Context: an optimization exercise on an open-source flow, tuned for small area and few clock cycles. The choices shown serve that exercise and are no tape-out recipe.
Function was checked by simulation only, so behaviour that the tests miss may differ from the original.
Power figures rest on the tool's default switching activity, not on a simulated workload.

==> design.v <==
module data_memory_param #(
  parameter int DATA_WIDTH = 32,
  parameter int ADDR_WIDTH = 7
) (
  input  logic                    clock,
  input  logic                    reset,
  input  logic                    mem_read,
  input  logic                    mem_write,
  input  logic [ADDR_WIDTH-1:0]   address,
  input  logic [DATA_WIDTH-1:0]   write_data,
  input  logic [DATA_WIDTH/8-1:0] byte_en,
  output logic [DATA_WIDTH-1:0]   read_data,
  output logic                    read_valid,
  output logic                    ready,
  output logic                    access_err,
  output logic                    parity_err
);
  localparam int NB    = DATA_WIDTH / 8;
  localparam int LG    = 3;                    
  localparam int NL    = 1 << LG;              
  localparam int RW    = ADDR_WIDTH - LG;      
  localparam int NR    = 1 << RW;              
  localparam int NE    = 6;                    
  localparam int DEPTH = NR * NL;
  logic [DEPTH*DATA_WIDTH-1:0] st;
  logic [LG-1:0]         phase_q;      
  logic                  init_q;       
  logic [LG-1:0]         icnt_q;
  logic                  ready_q;
  logic                  read_valid_q;
  logic                  access_err_q;
  logic [DATA_WIDTH-1:0] read_data_q;
  logic [NE-1:0]         ev_q;                   
  logic [ADDR_WIDTH-1:0] ea_q [NE];              
  logic [NB-1:0]         eb_q [NE];              
  logic [DATA_WIDTH-1:0] ed_q [NE];              
  logic rd_acc, wr_acc, wr_eff;
  assign rd_acc = ready_q & mem_read & ~mem_write;
  assign wr_acc = ready_q & mem_write;
  assign wr_eff = wr_acc & (|byte_en);
  logic [LG-1:0] s_ins;                  
  assign s_ins = ~phase_q;
  logic [NE-1:0] grant;
  always_comb begin
    logic found;
    found = 1'b0;
    grant = '0;
    for (int e = 0; e < NE; e++) begin
      if (!found && ev_q[e] && ea_q[e][LG-1:0] == s_ins) begin
        grant[e] = 1'b1;
        found    = 1'b1;
      end
    end
  end
  logic [RW-1:0]         bus_ring;
  logic [NB-1:0]         bus_be;
  logic [DATA_WIDTH-1:0] bus_data;
  always_comb begin
    bus_ring = '0;
    bus_be   = '0;
    bus_data = '0;
    for (int e = 0; e < NE; e++) begin
      bus_ring = bus_ring | ({RW{grant[e]}} & ea_q[e][ADDR_WIDTH-1:LG]);
      bus_be   = bus_be   | ({NB{grant[e]}} & eb_q[e]);
      bus_data = bus_data | ({DATA_WIDTH{grant[e]}} & ed_q[e]);
    end
  end
  always_ff @(posedge clock) begin
    for (int r = 0; r < NR; r++) begin
      for (int p = 1; p < NL; p++)
        st[(r*NL + p)*DATA_WIDTH +: DATA_WIDTH] <= st[(r*NL + p - 1)*DATA_WIDTH +: DATA_WIDTH];
      for (int b = 0; b < NB; b++) begin
        if (init_q)
          st[(r*NL)*DATA_WIDTH + 8*b +: 8] <= 8'h00;
        else if (bus_be[b] && bus_ring == RW'(r))
          st[(r*NL)*DATA_WIDTH + 8*b +: 8] <= bus_data[8*b +: 8];
        else
          st[(r*NL)*DATA_WIDTH + 8*b +: 8] <= st[(r*NL + NL - 1)*DATA_WIDTH + 8*b +: 8];
      end
    end
  end
  logic [NE-1:0] hit;      
  logic [NE-1:0] alloc;
  always_comb begin
    logic found;
    for (int e = 0; e < NE; e++)
      hit[e] = ev_q[e] & ~grant[e] & (ea_q[e] == address);
    alloc = '0;
    found = |hit;
    for (int e = 0; e < NE; e++) begin
      if (!found && (!ev_q[e] || grant[e])) begin
        alloc[e] = 1'b1;
        found    = 1'b1;
      end
    end
  end
  logic [NE-1:0] ev_d;
  logic [ADDR_WIDTH-1:0] ea_d [NE];
  always_comb begin
    for (int e = 0; e < NE; e++) begin
      ev_d[e] = (ev_q[e] & ~grant[e]) | (wr_eff & alloc[e]);
      ea_d[e] = (wr_eff & alloc[e]) ? address : ea_q[e];
    end
  end
  always_ff @(posedge clock) begin
    for (int e = 0; e < NE; e++) begin
      if (wr_eff && alloc[e]) begin
        ea_q[e] <= address;
        eb_q[e] <= byte_en;
      end else if (wr_eff && hit[e]) begin
        eb_q[e] <= eb_q[e] | byte_en;
      end
      for (int b = 0; b < NB; b++)
        if (wr_eff && (alloc[e] || hit[e]) && byte_en[b])
          ed_q[e][8*b +: 8] <= write_data[8*b +: 8];
    end
  end
  logic [LG-1:0]         rpos;
  logic [DATA_WIDTH-1:0] rword, rdata;
  assign rpos  = address[LG-1:0] + phase_q;
  logic [DEPTH-1:0] rsel;
  always_comb begin
    for (int i = 0; i < DEPTH; i++)
      rsel[i] = ({address[ADDR_WIDTH-1:LG], rpos} == ADDR_WIDTH'(i));
    rword = '0;
    for (int i = 0; i < DEPTH; i++)
      rword = rword | ({DATA_WIDTH{rsel[i]}} & st[i*DATA_WIDTH +: DATA_WIDTH]);
  end
  always_comb begin
    logic [NE-1:0] m;
    logic [NB-1:0] fb;
    logic [DATA_WIDTH-1:0] fd;
    fb = '0;
    fd = '0;
    for (int e = 0; e < NE; e++) begin
      m[e] = ev_q[e] & (ea_q[e] == address);
      fb = fb | ({NB{m[e]}} & eb_q[e]);
      fd = fd | ({DATA_WIDTH{m[e]}} & ed_q[e]);
    end
    for (int b = 0; b < NB; b++)
      rdata[8*b +: 8] = fb[b] ? fd[8*b +: 8] : rword[8*b +: 8];
  end
  logic [LG-1:0] s_ins_next;
  logic          room_next;
  assign s_ins_next = ~(phase_q + LG'(1));
  always_comb begin
    room_next = 1'b0;
    for (int e = 0; e < NE; e++)
      if (!ev_d[e] || ea_d[e][LG-1:0] == s_ins_next) room_next = 1'b1;
  end
  always_ff @(posedge clock or posedge reset) begin
    if (reset) begin
      phase_q      <= '0;
      init_q       <= 1'b1;
      icnt_q       <= '0;
      ready_q      <= 1'b0;
      read_valid_q <= 1'b0;
      access_err_q <= 1'b0;
      ev_q         <= '0;
    end else begin
      phase_q      <= phase_q + LG'(1);
      icnt_q       <= icnt_q + LG'(init_q);
      if (init_q && icnt_q == '1) init_q <= 1'b0;
      ready_q      <= (init_q ? (icnt_q == '1) : 1'b1) & room_next;
      read_valid_q <= rd_acc;
      access_err_q <= (mem_read | mem_write) & (~ready_q | (mem_read & mem_write));
      ev_q         <= ev_d;
    end
  end
  always_ff @(posedge clock) begin
    read_data_q <= rdata;
  end
  assign read_data  = read_data_q;
  assign read_valid = read_valid_q;
  assign ready      = ready_q;
  assign access_err = access_err_q;
  assign parity_err = 1'b0;
endmodule
==> run.sh <==
#!/bin/bash
# synth_recipe.tcl (not shown) runs the flow's synth.tcl, then flattens the netlist and writes it again
# the make line also repeats each setting of config.mk as NAME=value (left out here)
make -C /OpenROAD-flow-scripts/flow DESIGN_CONFIG=/design/flow/config.mk WORK_HOME=/design/flow/orfs CLKGATE_MAP_FILE= SYNTH_SCRIPT=/design/flow/synth_recipe.tcl finish
==> config.mk <==
export PLATFORM = sky130hd
export DESIGN_NAME = data_memory_param
export DESIGN_NICKNAME = data_memory_param
export VERILOG_FILES = /design/flow/design.v
export SDC_FILE = /design/flow/constraint.sdc
export NUM_CORES = 4
export LEC_CHECK = 0
export CAP_MARGIN = 20
export CORE_MARGIN = 2
export CORE_UTILIZATION = 40
export SLEW_MARGIN = 20
==> constraint.sdc <==
create_clock -name core_clock -period 3.2 [get_ports {clock}]
set_input_delay 0.6400 -clock core_clock [delete_from_list [all_inputs] [get_ports {clock}]]
set_output_delay 0.6400 -clock core_clock [all_outputs]
set_load 0.01 [all_outputs]
==> results.txt <==
-- timing repair --
item | in CTS | in global routing
gates cloned | 6 | 0
setup endpoints to repair | 824 | 830
resized for setup | 438 | 277
pin swaps | 192 | 189
setup buffers | 153 | 76
-- logic make-up after synthesis --
kind of cell	count (synthesis)	share of synthesized area, %
flip-flops	4402	72.18
AO/OA/AOI/OAI	2282	14.99
AND/OR/NAND/NOR	1608	6.173
buffers and inverters	594	1.825
multiplexers	528	4.204
XOR/XNOR	75	0.5630
adder cells (fa/ha/maj)	6	0.06366
other	1	0.002981
-- per-layer routing --
layer	wire length [um]	track usage (%)
met4	67880	33.72
met1	281800	58.26
met5	521	0
met3	112300	18.97
met2	307000	64.82
-- how the worst max path moves through the flow --
| stage | to | cells after the start |
|---|---|---|
| 2_1_floorplan | read_data_q[21] | 14 |
| 3_3_place_gp | read_data_q[1] | 19 |
| 3_5_place_dp | read_data_q[21] | 18 |
| 4_1_cts | read_data_q[1] | 18 |
| 5_1_grt | read_data_q[21] | 18 |
| 6_report | read_data_q[14] | 17 |
-- cell usage in the layout (no fill, tap or decap), drive strengths merged, types with 17 or more instances in the layout --
cell           synthesis  final
a21o                  24     24
a21oi                 19     19
a221oi               566    566
a222oi               125    125
a22o                 546    546
a22oi                919    919
a31oi                 21     21
a32oi                 18     18
and2                  26     26
and3                  21     21
buf                  117   1986
bufinv                 0     42
clkbuf               461    614
clkdlybuf4s50          0     81
clkinv                 1    112
clkinvlp               0     17
dfxtp               4128   4128
diode                  0     82
edfxtp               258    258
inv                   15     36
mux2i                526    526
nand2                195    195
nand3                174    174
nand4                292    292
nor2                 717    717
nor3                  49     49
nor4                  68     68
or4                   18     18
xnor2                 60     60
-- final cells by class --
| type | instances | area share (%) |
|---|---|---|
| Tap cell | 4140 | 3.016 |
| Clock buffer | 613 | 7.402 |
| Antenna cell | 82 | 0.1195 |
| Timing Repair Buffer | 2071 | 13.67 |
| Sequential cell | 4402 | 52.86 |
| Inverter | 16 | 0.03715 |
| Multi-Input combinational cell | 4501 | 21.42 |
| Clock inverter | 191 | 1.468 |
-- where the power goes --
part	internal (mW)	total, mW	switching (mW)	leakage, nW
combinational	3.12	8.00	4.87	26.3
sequential	58.8	61.6	2.79	35.8
clock	31.2	54.4	23.2	7.50
total	93.1	124	30.9	69.7
-- metrics by stage --
stage               hold slack [ns]  setup slack, ns  area (sq um)  std cells  power, mW
floorplan                    0.3236          -0.1461        126300       9496      63.54
global placement             0.3324           -2.403        150400      14905      69.40
detailed placement           0.3356           -2.203        150500      14909      69.42
CTS                          0.1683          -0.8483        169400      15864      122.7
global route                 0.2106          -0.9963        171600      15941      125.9
finish                       0.1448          -0.9981        171700      16016      124.0
-- flip-flops by register name, summed over array words and instances, names as in the netlist --
name          count
st             4096
ed_q            192
ea_q             42
read_data_q      32
eb_q             24
ev_q              6
icnt_q            3
phase_q           3
access_err_q      1
init_q            1
read_valid_q      1
ready_q           1
-- cells in the mapped netlist (8+ instances only) --
cell type	n	area share, %
buf_1	93	0.28
buf_2	17	0.068
nand2b_1	10	0.050
or3_1	8	0.040
a22o_1	546	3.8
and3_1	21	0.10
a221oi_1	561	3.9
and2_1	26	0.13
nand2_1	195	0.58
xnor2_1	57	0.40
nor4_1	66	0.33
nand4_1	292	1.5
a222oi_1	125	0.99
a22oi_1	919	5.5
a32oi_1	18	0.13
a21oi_1	19	0.076
nor3_1	49	0.19
a31oi_1	21	0.10
clkbuf_1	461	1.4
nor2_4	16	0.14
edfxtp_1	258	6.2
xor2_1	13	0.091
or4_1	16	0.095
nand3_1	174	0.69
a21o_1	20	0.12
inv_1	14	0.042
o21ai_0	11	0.044
dfrtp_1	15	0.30
dfxtp_1	4128	66
nor2_1	696	2.1
mux2i_1	526	4.2
-- critical path: cells and delay by family (launching register included) --
family          cells  cell delay (ns)
compound gates      2             0.33
simple gates        6             1.54
xor+xnor            1             0.25
fa+ha+maj           2             0.59
buf+inv             6             0.90
flops               1             0.39
==> impl_metrics.json <==
{
  "core_sq_mm": 0.3124,
  "routed_via_density": 6.714,
  "cellLeakagePower_nw": 69.65,
  "grt_pass1_wl_mm": 980.7,
  "tns_ns": -400.51,
  "ys.flop_type": "dfxtp_1",
  "drc": 0,
  "synth_seq_area_share_pct": 72.18,
  "rsz0062_at_grt": "true",
  "cts_buffers": 434,
  "cp_cell_sequence": "ha_4 > inv_4 > fa_2 > buf_4 > xor3_2 > nand4b_1 > buf_6 > buf_4 > nor2_4 > buf_12 > a221oi_2 > nand4_1 > nor4_2 > nand4_1 > nor4_4 > buf_6 > a31oi_4",
  "r2r_setup_slack_ns": -1.0,
  "cap_violations": 0,
  "critPathLaunchType": "register",
  "period_needed_ns": 4.198,
  "slew_headroom_pct": 27.51,
  "synth_cells": 9496,
  "grt_max_degree": 70,
  "final.period_utilization_pct": 131.2,
  "port_buffers": 81,
  "clock_latency_ns": 1.06,
  "antenna_found_initial": 94,
  "multi_input_area_sq_mm": 0.03679,
  "die-height_um": 564.8,
  "violations": "negative setup slack",
  "max_clock_freq_mhz": 238.2,
  "async_flop_share_pct": 0.3635,
  "clock_skew_ns": 0.07726,
  "status": "finished with violations",
  "hold_buffers": 0,
  "cts_tree": "built",
  "io_pins": 83,
  "ys_seq_elements": 4402,
  "grt_usage_pct": 46.69,
  "cts_root_buffer": "clkbuf_16",
  "synth_cell_types": 85,
  "drtIter0Drc": 20440,
  "layout-drive-gt1-share_pct": 28.41,
  "finalHoldViolations": 0,
  "finalNetCount": 11478,
  "cpPeakStageDelay_ns": 0.58,
  "grt_pass1_vias": 100750,
  "synth_area_per_cell_sq_um": 13.25,
  "r2r_end": "read_data_q[14]",
  "synth_edf_count": 258,
  "required_ns": 4.05,
  "crit_path_start": "phase_q[0]",
  "crit_path_max_fanout": 4,
  "dp_hpwl_mm": 557.0,
  "min_path_type": "in2async",
  "overflow": 0,
  "cp_slowest_cell": "nor4_4",
  "cts_htree_levels": 5,
  "drtAntennaViolNets": 0,
  "initial_core_util_pct": 40.26,
  "cp.arrival_ns": 5.05,
  "final_core_util_pct": 54.97,
  "cts_buffer_depth": 4,
  "die_w_um": 564.8,
  "area_growth_syn_to_layout_pct": 36.54,
  "irDropWorstVdd_mv": 0.5906,
  "crit_type": "reg2reg",
  "nFillCells": 25793,
  "reg2reg_from": "phase_q[0]",
  "post_drt_wl_per_cell_um": 48.04,
  "num_rows": 205,
  "clkSlewWorstSetupHoldPaths_ns": 0.06,
  "regArea_sq_mm": 0.09079,
  "place_congestion": 1.070,
  "end_kind": "register",
  "final_max_slew_viol_count": 0,
  "cts_sinks": 4402,
  "synth_area_sq_mm": 0.1258,
  "finalWirelength_mm": 769.5,
  "reg2reg_depth": 17,
  "num_vias": 107530,
  "p_per_area_mw_per_mm2": 722.0,
  "setup_viol_count_final": 808,
  "first_pass_iters": 9,
  "dieArea_sq_mm": 0.3190,
  "yosysWarnings": 5,
  "fin_ws_ns": -0.9981,
  "tightest_slew_ns": 1.083,
  "syn_nets": 9548
}
Testbench counts, summed over its fixed seeds: cycles 16,052.

-- afterwards: timing with drivers on the ports --
Ports are ideal in the flow. The routed layout listed here was re-timed in OpenROAD. Step 1 assumes that a clkbuf_16 drives the clock port and a buf_2 every other input. Step 2 adds t to the input delays and takes it off the output delays; t is the mean of the earliest and latest rising clock arrival at the registers after step 1. Input paths then give back, and output paths get back, about the clock's delay inside the block. Three values: ideal ports, drivers, drivers and shift; two values: the first two.
shift t [ns]: 1.130
slack for setup (ns): -0.998 / -0.998 / -1.995
worst setup path after step 2: input to register
worst slew at a driven data input, ns: 0.16
cell pins on the clock port's net: 1
The setup slack of this run moves by 0.000 ns with the drivers and by -0.997 ns with both steps.
